What follows belongs to an exercise in optimizing a design on an open flow for small area, a short achievable clock period and few clock cycles per item; a production flow would make more cautious choices. Only simulation tests tie the RTL to the original design; equivalence was not proved. Power is estimated from default activity; no workload was simulated.

[flow/flow/synth_area.tcl]
proc synth {args} { yosys synth -nofsm -noshare {*}$args }
proc abc {args} {
  set i [lsearch -exact $args -script]
  if { $i >= 0 && [info exists ::env(MY_ABC_SCRIPT)] } { lset args [expr {$i+1}] $::env(MY_ABC_SCRIPT) }
  yosys abc {*}$args
}
source $::env(SCRIPTS_DIR)/synth.tcl
# left out here: clear keep_hierarchy, flatten, clean up, hide names made inside functions, write 1_2_yosys.v
[flow/flow/abc_area.script]
strash
&get -n
&st
&dch
&nf -a
&put
topo
stime -c
[flow/flow/run.sh]
#!/bin/bash
# Standard layout (standard.sh) with two changes:
#  - synthesis maps the logic with an area-oriented ABC script (flow/abc_area.script);
#    flow/synth_area.tcl is synth_recipe.tcl with only the ABC script swapped;
#  - timing repair aims well below the clock period (SETUP_SLACK_MARGIN), on all endpoints.
set -e
FL=$PWD/flow
export MY_ABC_SCRIPT=$FL/abc_area.script
bash standard.sh SYNTH_SCRIPT=$FL/synth_area.tcl \
    SETUP_SLACK_MARGIN=8.1 TNS_END_PERCENT=100 SKIP_GATE_CLONING=1 \
    CORE_UTILIZATION=45 PLACE_DENSITY=0.6 finish > standard.log 2>&1
[flow/design.v]
`timescale 1ns / 1ps
package ose_pkg;
    typedef logic [3:0] t_cmd;
    typedef logic [1:0] t_status;
    localparam t_cmd CMD_INSERT      = 4'd0;
    localparam t_cmd CMD_REMOVE      = 4'd1;
    localparam t_cmd CMD_EXISTS      = 4'd2;
    localparam t_cmd CMD_MIN         = 4'd3;
    localparam t_cmd CMD_MAX         = 4'd4;
    localparam t_cmd CMD_EXTRACT_MIN = 4'd5;
    localparam t_cmd CMD_EXTRACT_MAX = 4'd6;
    localparam t_cmd CMD_PRED        = 4'd7;
    localparam t_cmd CMD_PRED_REMOVE = 4'd8;
    localparam t_cmd CMD_SUCC        = 4'd9;
    localparam t_cmd CMD_SUCC_REMOVE = 4'd10;
    localparam t_cmd CMD_CLEAR       = 4'd11;
    localparam t_status ST_OK        = 2'd0;
    localparam t_status ST_EMPTY     = 2'd1;
    localparam t_status ST_NOT_FOUND = 2'd2;
    localparam t_status ST_FULL      = 2'd3;
endpackage
`timescale 1ns / 1ps
module ose_cell #(
    parameter int KEY_WIDTH = 16
) (
    input  logic                 i_clk,
    input  logic                 i_flag_en,   
    input  logic                 i_occ_nxt,   
    input  logic [KEY_WIDTH-1:0] i_cmp_key,   
    input  logic [KEY_WIDTH-1:0] i_key,       
    input  logic                 i_ld_prv,    
    input  logic                 i_ld_key,    
    input  logic                 i_ld_nxt,    
    input  logic [KEY_WIDTH-1:0] i_prv_key,
    input  logic [KEY_WIDTH-1:0] i_nxt_key,
    input  logic                 i_prv_clt,   
    input  logic                 i_prv_ceq,
    input  logic                 i_nxt_clt,   
    input  logic                 i_nxt_ceq,
    input  logic                 i_key_clt,   
    input  logic                 i_key_ceq,
    output logic [KEY_WIDTH-1:0] o_key,
    output logic                 o_clt,       
    output logic                 o_ceq,       
    output logic                 o_lt,        
    output logic                 o_eq
);
    localparam int W = KEY_WIDTH;
    logic [W-1:0] r_key, n_key;
    logic         r_lt, r_eq, n_lt, n_eq;
    logic         w_hold, w_clt, w_ceq;
    assign w_clt  = r_key < i_cmp_key;
    assign w_ceq  = r_key == i_cmp_key;
    assign w_hold = !(i_ld_prv || i_ld_key || i_ld_nxt);
    assign n_key  = ({W{w_hold}}   & r_key)     |
                    ({W{i_ld_nxt}} & i_nxt_key) |
                    ({W{i_ld_key}} & i_key)     |
                    ({W{i_ld_prv}} & i_prv_key);
    assign n_lt   = i_occ_nxt && ((w_hold && w_clt) || (i_ld_nxt && i_nxt_clt) ||
                                  (i_ld_key && i_key_clt) || (i_ld_prv && i_prv_clt));
    assign n_eq   = i_occ_nxt && ((w_hold && w_ceq) || (i_ld_nxt && i_nxt_ceq) ||
                                  (i_ld_key && i_key_ceq) || (i_ld_prv && i_prv_ceq));
    always_ff @(posedge i_clk) begin
        r_key <= n_key;
        if (i_flag_en) begin
            r_lt <= n_lt;
            r_eq <= n_eq;
        end
    end
    assign o_key = r_key;
    assign o_clt = w_clt;
    assign o_ceq = w_ceq;
    assign o_lt  = r_lt;
    assign o_eq  = r_eq;
endmodule
`timescale 1ns / 1ps
module ordered_set_engine #(
    parameter int CAPACITY  = 32,
    parameter int KEY_WIDTH = 16
) (
    input  logic                             i_clk,
    input  logic                             i_rst_n,
    input  logic                             i_in_valid,
    output logic                             o_in_stall,
    input  ose_pkg::t_cmd                    i_command,
    input  logic [31:0]                      i_key,
    output logic                             o_out_valid,
    input  logic                             i_out_stall,
    output ose_pkg::t_status                 o_status,
    output logic [31:0]                      o_value,
    output logic                             o_hit,
    output logic [$clog2(CAPACITY+1)-1:0]    o_count
);
    localparam int CNT_W = $clog2(CAPACITY + 1);
    logic                 r_q_valid, r_b_valid;
    ose_pkg::t_cmd        r_q_cmd, r_b_cmd;
    logic [KEY_WIDTH-1:0] r_q_key, r_b_key;
    logic [CNT_W-1:0]     r_count, n_count;
    logic [CAPACITY-1:0]  r_occ, n_occ;
    logic                 r_o_valid, r_s_valid;
    ose_pkg::t_status     r_o_status, r_s_status, n_status;
    logic [KEY_WIDTH-1:0] r_o_value, r_s_value, n_value;
    logic                 r_o_hit, r_s_hit, n_hit;
    logic [CNT_W-1:0]     r_o_count, r_s_count;
    logic [KEY_WIDTH-1:0] w_key [CAPACITY];
    logic [CAPACITY-1:0]  w_lt, w_eq, w_le, w_gt;
    logic [CAPACITY-1:0]  w_clt, w_ceq;
    logic [CAPACITY-1:0]  w_ld_prv, w_ld_key, w_ld_nxt, w_pick;
    logic                 w_key_clt, w_key_ceq;
    logic w_move, w_go, w_take;
    logic w_empty, w_full, w_found, w_pred_ok, w_succ_ok;
    logic c_ins, c_rm, c_clr, c_rm_lt, c_rm_all, c_rm_pred, c_rm_le;
    logic c_min, c_max, c_pred, c_succ;
    assign o_in_stall = r_s_valid;
    assign w_move     = !r_s_valid;
    assign w_go       = r_b_valid && !r_s_valid;
    assign w_take     = r_o_valid && !i_out_stall;
    assign w_le      = w_lt | w_eq;
    assign w_gt      = r_occ & ~w_le;
    assign w_empty   = !r_occ[0];
    assign w_full    = r_occ[CAPACITY-1];
    assign w_found   = |w_eq;
    assign w_pred_ok = w_lt[0];
    assign w_succ_ok = |w_gt;
    always_comb begin
        c_ins     = 1'b0;
        c_rm      = 1'b0;
        c_clr     = 1'b0;
        c_rm_lt   = 1'b0;
        c_rm_all  = 1'b0;
        c_rm_pred = 1'b0;
        c_rm_le   = 1'b0;
        c_min     = 1'b0;
        c_max     = 1'b0;
        c_pred    = 1'b0;
        c_succ    = 1'b0;
        n_status  = ose_pkg::ST_OK;
        n_hit     = 1'b0;
        unique case (r_b_cmd)
            ose_pkg::CMD_INSERT: begin
                if (w_found) begin
                    n_status = ose_pkg::ST_NOT_FOUND;
                end else if (w_full) begin
                    n_status = ose_pkg::ST_FULL;
                end else begin
                    n_hit = 1'b1;
                    c_ins = 1'b1;
                end
            end
            ose_pkg::CMD_REMOVE, ose_pkg::CMD_EXISTS: begin
                if (w_found) begin
                    n_hit = 1'b1;
                    if (r_b_cmd == ose_pkg::CMD_REMOVE) begin
                        c_rm    = 1'b1;
                        c_rm_lt = 1'b1;
                    end
                end else if (w_empty) begin
                    n_status = ose_pkg::ST_EMPTY;
                end else begin
                    n_status = ose_pkg::ST_NOT_FOUND;
                end
            end
            ose_pkg::CMD_MIN, ose_pkg::CMD_EXTRACT_MIN: begin
                if (w_empty) begin
                    n_status = ose_pkg::ST_EMPTY;
                end else begin
                    c_min = 1'b1;
                    if (r_b_cmd == ose_pkg::CMD_EXTRACT_MIN) begin
                        c_rm     = 1'b1;
                        c_rm_all = 1'b1;
                    end
                end
            end
            ose_pkg::CMD_MAX, ose_pkg::CMD_EXTRACT_MAX: begin
                if (w_empty) begin
                    n_status = ose_pkg::ST_EMPTY;
                end else begin
                    c_max = 1'b1;
                    if (r_b_cmd == ose_pkg::CMD_EXTRACT_MAX) begin
                        c_rm = 1'b1;
                    end
                end
            end
            ose_pkg::CMD_PRED, ose_pkg::CMD_PRED_REMOVE: begin
                if (w_empty) begin
                    n_status = ose_pkg::ST_EMPTY;
                end else if (!w_pred_ok) begin
                    n_status = ose_pkg::ST_NOT_FOUND;
                end else begin
                    c_pred = 1'b1;
                    if (r_b_cmd == ose_pkg::CMD_PRED_REMOVE) begin
                        c_rm      = 1'b1;
                        c_rm_pred = 1'b1;
                    end
                end
            end
            ose_pkg::CMD_SUCC, ose_pkg::CMD_SUCC_REMOVE: begin
                if (w_empty) begin
                    n_status = ose_pkg::ST_EMPTY;
                end else if (!w_succ_ok) begin
                    n_status = ose_pkg::ST_NOT_FOUND;
                end else begin
                    c_succ = 1'b1;
                    if (r_b_cmd == ose_pkg::CMD_SUCC_REMOVE) begin
                        c_rm    = 1'b1;
                        c_rm_le = 1'b1;
                    end
                end
            end
            ose_pkg::CMD_CLEAR: c_clr = 1'b1;
            default: ;   
        endcase
    end
    always_comb begin
        n_count = r_count;
        n_occ   = r_occ;
        if (w_go) begin
            if (c_clr) begin
                n_count = '0;
                n_occ   = '0;
            end else if (c_ins) begin
                n_count = r_count + CNT_W'(1);
                n_occ   = {r_occ[CAPACITY-2:0], 1'b1};
            end else if (c_rm) begin
                n_count = r_count - CNT_W'(1);
                n_occ   = {1'b0, r_occ[CAPACITY-1:1]};
            end
        end
    end
    for (genvar g = 0; g < CAPACITY; g++) begin : g_ctl
        logic prv_lt, nxt_lt, prv_gt, nxt_occ;
        if (g == 0) begin : g_first
            assign prv_lt = 1'b1;
            assign prv_gt = 1'b0;
        end else begin : g_inner_prv
            assign prv_lt = w_lt[g-1];
            assign prv_gt = w_gt[g-1];
        end
        if (g == CAPACITY - 1) begin : g_last
            assign nxt_lt  = 1'b0;
            assign nxt_occ = 1'b0;
        end else begin : g_inner_nxt
            assign nxt_lt  = w_lt[g+1];
            assign nxt_occ = r_occ[g+1];
        end
        assign w_ld_key[g] = w_go && c_ins && !w_lt[g] && prv_lt;
        assign w_ld_prv[g] = w_go && c_ins && !w_lt[g] && !prv_lt;
        assign w_ld_nxt[g] = w_go && ((c_rm_lt && !w_lt[g]) || c_rm_all ||
                                      (c_rm_pred && !nxt_lt) || (c_rm_le && !w_le[g]));
        assign w_pick[g]   = (c_min && (g == 0)) ||
                             (c_max && r_occ[g] && !nxt_occ) ||
                             (c_pred && w_lt[g] && !nxt_lt) ||
                             (c_succ && w_gt[g] && !prv_gt);
    end
    assign w_key_clt = r_b_key < r_q_key;
    assign w_key_ceq = r_b_key == r_q_key;
    for (genvar g = 0; g < CAPACITY; g++) begin : g_cell
        logic [KEY_WIDTH-1:0] prv_key, nxt_key;
        logic                 prv_clt, prv_ceq, nxt_clt, nxt_ceq;
        if (g == 0) begin : g_first
            assign prv_key = '0;
            assign prv_clt = 1'b0;
            assign prv_ceq = 1'b0;
        end else begin : g_inner_prv
            assign prv_key = w_key[g-1];
            assign prv_clt = w_clt[g-1];
            assign prv_ceq = w_ceq[g-1];
        end
        if (g == CAPACITY - 1) begin : g_last
            assign nxt_key = '0;
            assign nxt_clt = 1'b0;
            assign nxt_ceq = 1'b0;
        end else begin : g_inner_nxt
            assign nxt_key = w_key[g+1];
            assign nxt_clt = w_clt[g+1];
            assign nxt_ceq = w_ceq[g+1];
        end
        ose_cell #(
            .KEY_WIDTH (KEY_WIDTH)
        ) u_cell (
            .i_clk     (i_clk),
            .i_flag_en (w_move),
            .i_occ_nxt (n_occ[g]),
            .i_cmp_key (r_q_key),
            .i_key     (r_b_key),
            .i_ld_prv  (w_ld_prv[g]),
            .i_ld_key  (w_ld_key[g]),
            .i_ld_nxt  (w_ld_nxt[g]),
            .i_prv_key (prv_key),
            .i_nxt_key (nxt_key),
            .i_prv_clt (prv_clt),
            .i_prv_ceq (prv_ceq),
            .i_nxt_clt (nxt_clt),
            .i_nxt_ceq (nxt_ceq),
            .i_key_clt (w_key_clt),
            .i_key_ceq (w_key_ceq),
            .o_key     (w_key[g]),
            .o_clt     (w_clt[g]),
            .o_ceq     (w_ceq[g]),
            .o_lt      (w_lt[g]),
            .o_eq      (w_eq[g])
        );
    end
    always_comb begin
        n_value = '0;
        for (int i = 0; i < CAPACITY; i++) begin
            n_value = n_value | (w_key[i] & {KEY_WIDTH{w_pick[i]}});
        end
    end
    always_ff @(posedge i_clk) begin
        if (!i_rst_n) begin
            r_q_valid <= 1'b0;
            r_b_valid <= 1'b0;
            r_count   <= '0;
            r_occ     <= '0;
            r_o_valid <= 1'b0;
            r_s_valid <= 1'b0;
        end else begin
            if (w_move) begin
                r_q_valid <= i_in_valid;
                r_b_valid <= r_q_valid;
            end
            r_count <= n_count;
            r_occ   <= n_occ;
            if (!r_o_valid || w_take) begin
                r_o_valid <= r_s_valid || w_go;
                r_s_valid <= 1'b0;
            end else if (w_go) begin
                r_s_valid <= 1'b1;
            end
        end
    end
    always_ff @(posedge i_clk) begin
        if (w_move) begin
            r_q_cmd <= i_command;
            r_q_key <= i_key[KEY_WIDTH-1:0];
            r_b_cmd <= r_q_cmd;
            r_b_key <= r_q_key;
        end
        if (!r_o_valid || w_take) begin
            if (r_s_valid) begin
                r_o_status <= r_s_status;
                r_o_value  <= r_s_value;
                r_o_hit    <= r_s_hit;
                r_o_count  <= r_s_count;
            end else begin
                r_o_status <= n_status;
                r_o_value  <= n_value;
                r_o_hit    <= n_hit;
                r_o_count  <= n_count;
            end
        end
        if (!r_s_valid) begin
            r_s_status <= n_status;
            r_s_value  <= n_value;
            r_s_hit    <= n_hit;
            r_s_count  <= n_count;
        end
    end
    assign o_out_valid = r_o_valid;
    assign o_status    = r_o_status;
    assign o_value     = 32'(r_o_value);
    assign o_hit       = r_o_hit;
    assign o_count     = r_o_count;
endmodule
[flow/config.mk]
export PLATFORM = sky130hd
export DESIGN_NAME = ordered_set_engine
export DESIGN_NICKNAME = ordered_set_engine
export VERILOG_FILES = /design/flow/design.v
export SDC_FILE = /design/flow/constraint.sdc
export NUM_CORES = 4
export LEC_CHECK = 0
export CAP_MARGIN = 20
export CORE_MARGIN = 2
export CORE_UTILIZATION = 45
export GPL_ROUTABILITY_DRIVEN = 1
export PLACE_DENSITY = 0.6
export SLEW_MARGIN = 20
[flow/constraint.sdc]
create_clock -name core_clock -period 12.0 [get_ports {i_clk}]
set_input_delay 2.4000 -clock core_clock [delete_from_list [all_inputs] [get_ports {i_clk}]]
set_output_delay 2.4000 -clock core_clock [all_outputs]
set_load 0.01 [all_outputs]
[flow/standard.sh]
#!/bin/bash
# synth_recipe.tcl (not shown) runs the flow's synth.tcl, then flattens the netlist and writes it again
# the make line also repeats each setting of config.mk as NAME=value (left out here)
make -C /OpenROAD-flow-scripts/flow DESIGN_CONFIG=/design/flow/config.mk WORK_HOME=/design/flow/orfs CLKGATE_MAP_FILE= SYNTH_SCRIPT=/design/flow/synth_recipe.tcl "${@:-finish}"
==> reports/metrics.yaml <==
initial_core_util_pct: 45.3
min-delay-start: "r_q_cmd[0]"
setup_viol: 0
cts_buffers: 85
cts_tree: "built"
insertion_delay_ns: 0.70
drtIter0Drc: 10612
cpLargestDelayFamily: "compound AO/OA/AOI/OAI gates"
grt_pass1_vias: 44562
wl_per_cell_um: 32.9
tns_ns: 0
die_h_um: 315
total_power_mw: 5.65
dp_slack_ns: 6.42
die_area_um2: 99500
worst_path_max_delay_cell: "a221oi_4"
ys_ff_latch: 708
fin_nets: 6012
antenna_found_initial: 18
clock_sinks: 708
netlist_top_cells_area: "dfxtp_1 (27%), ha_1 (15%), a222oi_1 (12%)"
fin_crit_ns: 4.25
crit_arrival_ns: 4.68
fin_ws_ns: 7.75
synthCells: 4994
wl_um: 224000
worstSetupStartpointType: "register"
vias_per_cell: 7.27
pin_count: 83
drv_slew: 0
clk_path_buf_depth: 3
overflow: 0
max_stage_delay_ns: 0.47
critPathKind: "reg2reg"
rsz0062_at_grt: "true"
cts-htree-levels: 3
ant_nets: 0
clock_skew_ns: 0.0377
cp-startpoint: "r_occ[28]"
max_freq_ghz: 0.235
die_x_um: 315
synth_area_per_cell_um2: 8.74
synth_seq_area_share_pct: 35.4
max-cap-violations: 0
synth_edf_count: 129
met1_length_um: 83500
ys_async_sr_fraction_pct: 0
core_region_area_um2: 96400
grt_max_degree: 115
highest_layer: "met5"
hpwl_um: 154000
yosysTopAreaCell: "dfxtp_1"
power_density_nw_per_um2: 105
ir_drop_uv: 108
p_leak_nw: 22.9
drive_gt1_share_pct: 13.4
cts_hold_buf: 0
dr_wl_met2_um: 91200
hold_class: "reg2reg"
ys_warn_count: 3
dr.pass1.iters: 14
route.detailed.drc: 0
critPathRequiredTime_ns: 12.42
finalHoldWorstSlack_ns: 0.422
area_delta_synth_final_pct: 23.1
groute.usage.overall_pct: 43.2
synth_top_cell_area_share_pct: 26.6
placementRows: 114
synth_area_um2: 43700
cts_root_buf: "clkbuf_16"
outcome: "complete, no violations"
clkTransAtPathRegs_ns: 0.06
relSlewSlack_pct: 25.7
path_buf_inv: 6
wl_met3_um: 30800
synth_cell_types: 54
timing.final.crit_share_pct: 35.5
gp_congestion: 1.05
path_max_fanout: 7
worstPathCellList: "nor3b_1 > buf_4 > nor4_4 > nand4_1 > o211ai_1 > clkbuf_16 > buf_16 > buf_16 > buf_12 > o21ai_4 > buf_6 > a22o_4 > a221oi_4 > nand4_1 > o31a_1"
nFillCells: 8920
worstReg2RegStart: "r_occ[28]"
synth_ff_type: "dfxtp_1"
via_count: 49354
grt_pass1_wl_um: 316000
tightest_slew_ns: 1.10
io_buffer_count: 50
finalHoldViolations: 0
cp-end-kind: "register"
## registers in the layout, indices dropped and copies added, names as in the netlist, 2 cells and up
signal               flops
g_cell.u_cell.r_key    512
r_s_value               16
r_s_status               2
r_q_key                 16
g_cell.u_cell.r_eq      32
r_q_cmd                  4
r_s_count                6
r_b_key                 16
g_cell.u_cell.r_lt      32
r_occ                   32
r_b_cmd                  4
r_count                  6
r_o_count                6
r_o_status               2
r_o_value               16
## path summary, 6_finish.rpt
check / to / slack [ns] / cells after the start
setup reg to reg: r_o_value[15] / 7.75 / 15
setup / recovery: r_o_value[15] / 7.75 / 15
hold reg to reg: r_b_cmd[0] / 0.42 / 0
hold / removal: r_b_cmd[0] / 0.42 / 0
## metrics by stage
stage | std cells | area [µm²] | utilization, %
3_3_place_gp | 6486 | 47400 | 49.2
5_1_grt | 6789 | 53700 | 55.7
4_1_cts | 6731 | 52700 | 54.7
3_5_place_dp | 6488 | 47500 | 49.2
2_1_floorplan | 5009 | 43900 | -
6_report | 6791 | 53800 | 55.7
## cell families after synthesis
| group | Yosys count | share of synthesized area [%] |
|---|---|---|
| simple gates | 2081 | 20.2 |
| compound gates | 1576 | 28.1 |
| flops | 708 | 35.4 |
| fa+ha+maj | 530 | 15.2 |
| buf+inv | 92 | 0.929 |
| xor+xnor | 5 | 0.100 |
| other cells | 1 | 0.00859 |
| mux | 1 | 0.0229 |
## timing repair
item,in CTS,in global routing
resized for setup,309,99
setup endpoints to repair,683,234
setup buffers,86,57
pin swaps,37,41
## cells in the mapped netlist (3+ instances only)
library cell	n
ha_1	530
clkinv_1	76
a21o_1	20
nor2b_1	13
or2_0	5
nand3_1	126
o22a_1	5
nor3_1	51
o21a_1	6
o2111ai_1	5
dfxtp_1	579
a222oi_1	527
or3_1	13
o211a_1	3
and4_1	3
a2bb2oi_1	27
or4_1	10
a22oi_1	144
a2111oi_0	12
a31oi_1	57
nor3b_1	53
a221o_1	5
o221ai_1	37
a22o_1	73
nor2_1	252
xnor2_1	3
buf_4	16
edfxtp_1	129
nor4_1	49
a211oi_1	25
and3_1	9
nand2_1	1370
a221oi_1	81
nand2b_1	20
nand4_1	86
o311ai_0	4
o31a_1	9
a32oi_1	3
and2_0	18
o31ai_1	20
a21oi_1	351
o211ai_1	39
o21ai_0	116
## where the power goes
group	switching [mW]	internal [mW]	leakage (nW)
Sequential	0.0616	2.45	6.19
Combinational	0.301	0.124	15.4
Clock	1.13	1.59	1.38
Total	1.49	4.16	22.9
## per-layer routing
| metal | vias up | track usage [%] |
|---|---|---|
| met1 | 23618 | 57.0 |
| met2 | 3758 | 62.4 |
| li1 | 21153 | - |
| met5 | - | 0 |
| met4 | 24 | 28.7 |
| met3 | 801 | 10.9 |
## area by class of cell
type | instances | area, µm² | area share [%]
tap | 1276 | 1600 | 2.97
inverter | 76 | 298 | 0.554
clock inverter | 29 | 369 | 0.687
timing repair buffer | 362 | 3300 | 6.14
multi-input combinational | 4209 | 30200 | 56.2
antenna | 3 | 7.51 | 0.0140
sequential | 708 | 15500 | 28.8
clock buffer | 128 | 2460 | 4.58
## placed cells by master (no fill, tap or decap), types with 107 or more instances in the layout
cell type	n
buf_4	258
nor2_1	223
edfxtp_1	129
nand2_1	1367
a22oi_1	107
a21oi_1	340
nand3_1	124
dfxtp_1	567
a222oi_1	527
ha_1	530
Testbench counts, summed over its fixed seeds: cycles 12,018, ops 12,000.

port drivers added, routing unchanged:
No port has a modelled driver above. Below, the same layout with a new extraction and two added sets of constraints.
Step 1 (the two cells are an assumption about what drives the block):
set clk [get_ports {i_clk}]
set_driving_cell -lib_cell sky130_fd_sc_hd__clkbuf_16 $clk
set_driving_cell -lib_cell sky130_fd_sc_hd__buf_2 [delete_from_list [all_inputs] $clk]
Step 2 times the ports against the registers' clock, not the clock port: input delays grow and output delays shrink by t, the midpoint of the rising clock arrivals with the driver on.
a / b / c = no drivers / after step 1 / after step 2; a / b = the first two.
t (ns): 0.751
setup WS [ns]: 7.745 / 7.745 / 7.745
worst slew at a driven data input, ns: 0.04
After both steps setup and hold are still met in this run. The setup slack of this run moves by 0.000 ns with the drivers and by 0.000 ns with both steps.
